Source: an optimization exercise on an open RTL-to-GDS flow (aim: small area, a short achievable clock period and few clock cycles). Production flows keep margins and buffers that such runs may drop. Where RTL was checked, it was by simulation tests only, not by an equivalence proof against the original.

Setup of birch:
==> module fc3_classify, before the edit <==
module fc3_classify #(
  parameter int N_IN    = 84,
  parameter int N_OUT   = 10,
  parameter int DW      = 16,
  parameter int WW      = 8,
  parameter int ACC_W   = 32,
  parameter int B_SHIFT = 8,
  parameter int RD_LAT  = 2
) (
  input  logic                  clk,
  input  logic                  rst_n,
  input  logic                  start,
  output logic [6:0]            f7_raddr,
  input  logic [DW-1:0]         f7_rdata,
  output logic [6:0]            w_raddr,
  input  logic [N_OUT*WW-1:0]   w_rdata,
  input  logic [N_OUT*16-1:0]   bias,
  output logic                  busy,
  output logic                  done,
  output logic [3:0]            class_out,
  output logic [ACC_W-1:0]      max_score
);
  localparam int AW = 30;
  logic       run_q;
  logic [6:0] addr_q;
  logic [2:0] vld_q;       
  logic       fl_q, done_q;
  logic [4:0] arg_q;       
  logic [4:0] st;          
  logic       start_acc, fetch, pend, sa;
  logic [N_OUT-1:0] pend_l;
  assign start_acc = start & ~run_q;
  assign fetch     = start_acc | (addr_q != 7'd0);
  assign pend      = |pend_l;
  assign sa        = fl_q & ~pend;
  assign st        = {arg_q[3:0], sa};
  always_ff @(posedge clk or negedge rst_n) begin
    if (!rst_n) begin
      run_q  <= 1'b0;
      addr_q <= '0;
      vld_q  <= '0;
      fl_q   <= 1'b0;
      arg_q  <= '0;
      done_q <= 1'b0;
    end else begin
      run_q  <= start_acc | (run_q & ~arg_q[4]);
      addr_q <= (fetch && addr_q != 7'(N_IN-1)) ? addr_q + 7'd1 : 7'd0;
      vld_q  <= {vld_q[1:0], fetch};
      fl_q   <= (vld_q[2] & ~vld_q[1]) | (fl_q & pend);
      arg_q  <= st;
      done_q <= arg_q[4];
    end
  end
  logic [DW-1:0] gx;
  logic [17:0]   gx3;
  logic [DW-1:0] x_q;
  logic [17:0]   x3_q;
  assign gx  = vld_q[1] ? f7_rdata : '0;
  assign gx3 = {{2{gx[DW-1]}}, gx} + {gx[DW-1], gx, 1'b0};
  always_ff @(posedge clk) begin
    x_q  <= gx;
    x3_q <= gx3;
  end
  logic [AW-1:0] acc_q [N_OUT];
  for (genvar j = 0; j < N_OUT; j++) begin : g_lane
    logic [WW-1:0]   w;
    logic [11:0]     sel_d, sel_q;
    logic [AW-1:0]   bias_ext;
    assign w = w_rdata[j*WW +: WW];
    for (genvar i = 0; i < 3; i++) begin : g_dig
      assign sel_d[3*i]   = ~w[2*i+1] &  w[2*i];    
      assign sel_d[3*i+1] =  w[2*i+1] & ~w[2*i];    
      assign sel_d[3*i+2] =  w[2*i+1] &  w[2*i];    
    end
    assign sel_d[9]  = w[6];                        
    assign sel_d[10] = w[7] & ~w[6];                
    assign sel_d[11] = w[7] & vld_q[1];             
    always_ff @(posedge clk) sel_q <= sel_d;
    assign bias_ext = {{(AW-16-B_SHIFT){bias[j*16+15]}}, bias[j*16 +: 16], {B_SHIFT{1'b0}}};
    fc3_mac u_mac (
      .clk  (clk),
      .load (start_acc),
      .v    (vld_q[2]),
      .x    (x_q),
      .x3   (x3_q),
      .sel  (sel_q),
      .init (bias_ext),
      .acc  (acc_q[j]),
      .pend (pend_l[j])
    );
  end
  function automatic logic gt(input logic [AW-1:0] b, input logic [AW-1:0] a);
    gt = $signed(b) > $signed(a);
  endfunction
  logic [AW-1:0] ca, cb, ca_q, cb_q, score_q;
  logic [3:0]    class_q;
  logic [2:0]    step;
  logic          g_ab, g_a, g_b;
  always_comb begin
    ca = '0;
    cb = '0;
    for (int t = 0; t < 5; t++) begin
      ca = ca | (acc_q[2*t]   & {AW{st[t]}});
      cb = cb | (acc_q[2*t+1] & {AW{st[t]}});
    end
  end
  always_ff @(posedge clk) begin
    ca_q <= ca;
    cb_q <= cb;
  end
  assign step = {arg_q[4], arg_q[2] | arg_q[3], arg_q[1] | arg_q[3]};
  assign g_ab = gt(cb_q, ca_q);
  assign g_a  = arg_q[0] | gt(ca_q, score_q);
  assign g_b  = arg_q[0] | gt(cb_q, score_q);
  always_ff @(posedge clk) begin
    if (g_ab ? g_b : g_a) begin
      score_q <= g_ab ? cb_q : ca_q;
      class_q <= {step, g_ab};
    end
  end
  assign f7_raddr  = addr_q;
  assign w_raddr   = addr_q;
  assign busy      = run_q;
  assign done      = done_q;
  assign class_out = class_q;
  assign max_score = {{(ACC_W-AW){score_q[AW-1]}}, score_q};
endmodule
==> flow/config.mk <==
export PLATFORM = sky130hd
export DESIGN_NAME = fc3_classify
export DESIGN_NICKNAME = fc3_classify
export VERILOG_FILES = /design/flow/design.v
export SDC_FILE = /design/flow/constraint.sdc
export NUM_CORES = 4
export LEC_CHECK = 0
export CAP_MARGIN = 20
export CORE_MARGIN = 2
export CORE_UTILIZATION = 40
export SETUP_SLACK_MARGIN = 5
export SLEW_MARGIN = 20
==> flow/constraint.sdc <==
create_clock -name core_clock -period 10.0 [get_ports {clk}]
set_input_delay 2.0000 -clock core_clock [delete_from_list [all_inputs] [get_ports {clk}]]
set_output_delay 2.0000 -clock core_clock [all_outputs]
set_load 0.01 [all_outputs]
standard.sh (not shown) runs the stock make flow with config.mk's settings and CLKGATE_MAP_FILE= SYNTH_SCRIPT=/design/flow/synth_recipe.tcl, a recipe that flattens the netlist after the stock synthesis.
==> flow/flow/run.sh <==
#!/bin/bash
set -euo pipefail
bash standard.sh SETUP_SLACK_MARGIN=6.3 finish > standard_flow.log 2>&1
Modified inputs, cedar compared to birch
--- a/flow/design.v
+++ b/flow/design.v
@@ -91,5 +91,5 @@
   end
   function automatic logic gt(input logic [AW-1:0] b, input logic [AW-1:0] a);
-    gt = $signed(b) > $signed(a);
+    gt = {~b[AW-1], b[AW-2:0]} > {~a[AW-1], a[AW-2:0]};    
   endfunction
   logic [AW-1:0] ca, cb, ca_q, cb_q, score_q;
Notes after the runs:
cedar ran to completion and came out clean on the timing, design-rule and antenna checks. Across both runs, synthesized-area fraction occupied by ao, oa, aoi and oai cells was lower for cedar than for birch. Against birch, cedar comes in 0.49 points higher on global-route usage. birch leaves less setup margin than cedar. cedar falls short of birch in estimated wirelength of the detail-placed design. In cedar, the detail-routed net length per standard cell came out 0.26 µm above the value in birch. Looking at cedar and birch, the sequential share of layout area is a wash. Against birch, tightest hold margin in cedar came out worse. The arithmetic-cell share of the synthesized area counting full adders, half adders and majority gates on birch is in line with that on cedar.
Testbench counts of cedar, summed over its fixed seeds: cycles 18,133.
Only the layout flow was run in birch; the RTL was not checked for function there.

---

Another version of the RTL of fc3_classify (not shown whole).
Size in the first run: about 5800 cells after synthesis, roughly 650 flip-flops, ~310 I/O pins, roughly 55000 um^2 of cells after synthesis.
Settings: LEC_CHECK=0, CAP_MARGIN=20, CORE_MARGIN=2, CORE_UTILIZATION=40, SETUP_SLACK_MARGIN=5, SLEW_MARGIN=20; clock period 10.0 ns.
Scripts as last shown in full above: flow/flow/run.sh
The baseline passed the timing, design-rule and antenna checks.
Testbench counts at the start, summed over its fixed seeds: cycles 18,062.
Change:
--- a/flow/design.v
+++ b/flow/design.v
@@ -66,37 +66,39 @@
     x_q[1]  <= f7_rdata;
     x3_q[1] <= fx3;
   end
   logic [AW-1:0] accn [N_OUT];    
   for (genvar j = 0; j < N_OUT; j++) begin : g_lane
     logic [WW-1:0]   w;
     logic [11:0]     sel_d, sel_q;
+    logic [AW-1:0]   bias_ext;
     assign w = w_rdata[j*WW +: WW];
     for (genvar i = 0; i < 3; i++) begin : g_dig
       assign sel_d[3*i]   = ~w[2*i+1] &  w[2*i];    
       assign sel_d[3*i+1] =  w[2*i+1] & ~w[2*i];    
       assign sel_d[3*i+2] =  w[2*i+1] &  w[2*i];    
     end
     assign sel_d[9]  = w[6];                        
     assign sel_d[10] = w[7] & ~w[6];                
     assign sel_d[11] = w[7];                        
     if (j < 5) begin : g_gate_neg
       always_ff @(posedge clk) sel_q <= {sel_d[11] & vld_q[1], sel_d[10:0]};
     end else begin : g_gate_all
       always_ff @(posedge clk) sel_q <= sel_d & {12{vld_q[1]}};
     end
+    assign bias_ext = {{(AW-16-B_SHIFT){bias[j*16+15]}}, bias[j*16 +: 16], {B_SHIFT{1'b0}}};
     fc3_mac u_mac (
       .clk  (clk),
       .rst_n(rst_n),
       .load (start_acc),
       .v    (vld_q[2]),
       .x    (x_q[j / 5]),
       .x3   (x3_q[j / 5]),
       .sel  (sel_q),
-      .bias (bias[j*16 +: 16]),
+      .init (bias_ext),
       .accn (accn[j]),
       .pend (pend_l[j])
     );
   end
   localparam logic [AW-1:0] OFFSET = AW'(84 * 85 * (1 << 17));
   function automatic logic gt(input logic [AW-1:0] bn, input logic [AW-1:0] an);
     gt = {~bn[AW-1], bn[AW-2:0]} < {~an[AW-1], an[AW-2:0]};    
@@ -138,26 +140,24 @@
   input  logic        clk,
   input  logic        rst_n,
   input  logic        load,      
   input  logic        v,         
   input  logic [15:0] x,
   input  logic [17:0] x3,
   input  logic [11:0] sel,
-  input  logic [15:0] bias,
+  input  logic [29:0] init,
   output logic [29:0] accn,     
   output logic        pend       
 );
   logic [29:0] accn_q;
   logic [4:0] cyn_q;
   logic [3:0] tn;
   logic vn;
   assign vn = ~v;
   logic [29:0] ain;    
-  logic [29:0] init;
-  assign init = {{6{bias[15]}}, bias, 8'b0};
   assign ain = load ? ~init : accn_q;
   logic [17:0] x1, x2;    
   assign x1 = {x[15], x[15], x};
   assign x2 = {x[15], x, 1'b0};
   logic [17:0] qn0, qn1, qn2, m3n, e3n;
   assign qn0 = ~(({18{sel[0]}} & x1) | ({18{sel[1]}} & x2) | ({18{sel[2]}} & x3));
   assign tn[0] = ~(v & qn0[17]);
The changed run ran to the end with no violations.
Core utilization is unchanged.
Via count stays the same.
Routed wire length is unchanged.
Clock skew does not change.
Final area does not change.
Worst setup slack is unchanged.
Area after synthesis is unchanged.
First-iteration DRC count does not change.
Non-clock buffer count is unchanged.
Count of clock-buffer cells in the layout is unchanged.
Worst hold slack does not change.
No functional check of the RTL was part of the second run of this note.

==> static timing again, ports no longer ideal <==
No port has a modelled driver above. Below, the same layouts with a new extraction and two added sets of constraints.
Step 1 (the two cells are an assumption about what drives the block):
set clk [get_ports {clk}]
set_driving_cell -lib_cell sky130_fd_sc_hd__clkbuf_16 $clk
set_driving_cell -lib_cell sky130_fd_sc_hd__buf_2 [delete_from_list [all_inputs] $clk]
Step 2 adds t to the input delays and takes it off the output delays; t is the mean of the earliest and latest rising clock arrival at the registers after step 1. Input paths then give back, and output paths get back, about the clock's delay inside the block.
a / b / c = no drivers / after step 1 / after step 2; a / b = the first two.
run | t (ns) | slack for setup (ns) | worst setup path after step 2 | clock arrival spread, ns
birch | 0.778 | 5.878 / 5.878 / 5.478 | input to register | 0.033 / 0.033
cedar | 0.773 | 6.057 / 6.057 / 5.487 | input to register | 0.037 / 0.038
the first run of note 2 | 0.809 | 6.184 / 6.200 / 5.391 | input to register | 0.022 / 0.021
the second run of note 2 | 0.809 | 6.184 / 6.200 / 5.391 | input to register | 0.022 / 0.021
After both steps setup and hold are still met in every run listed.
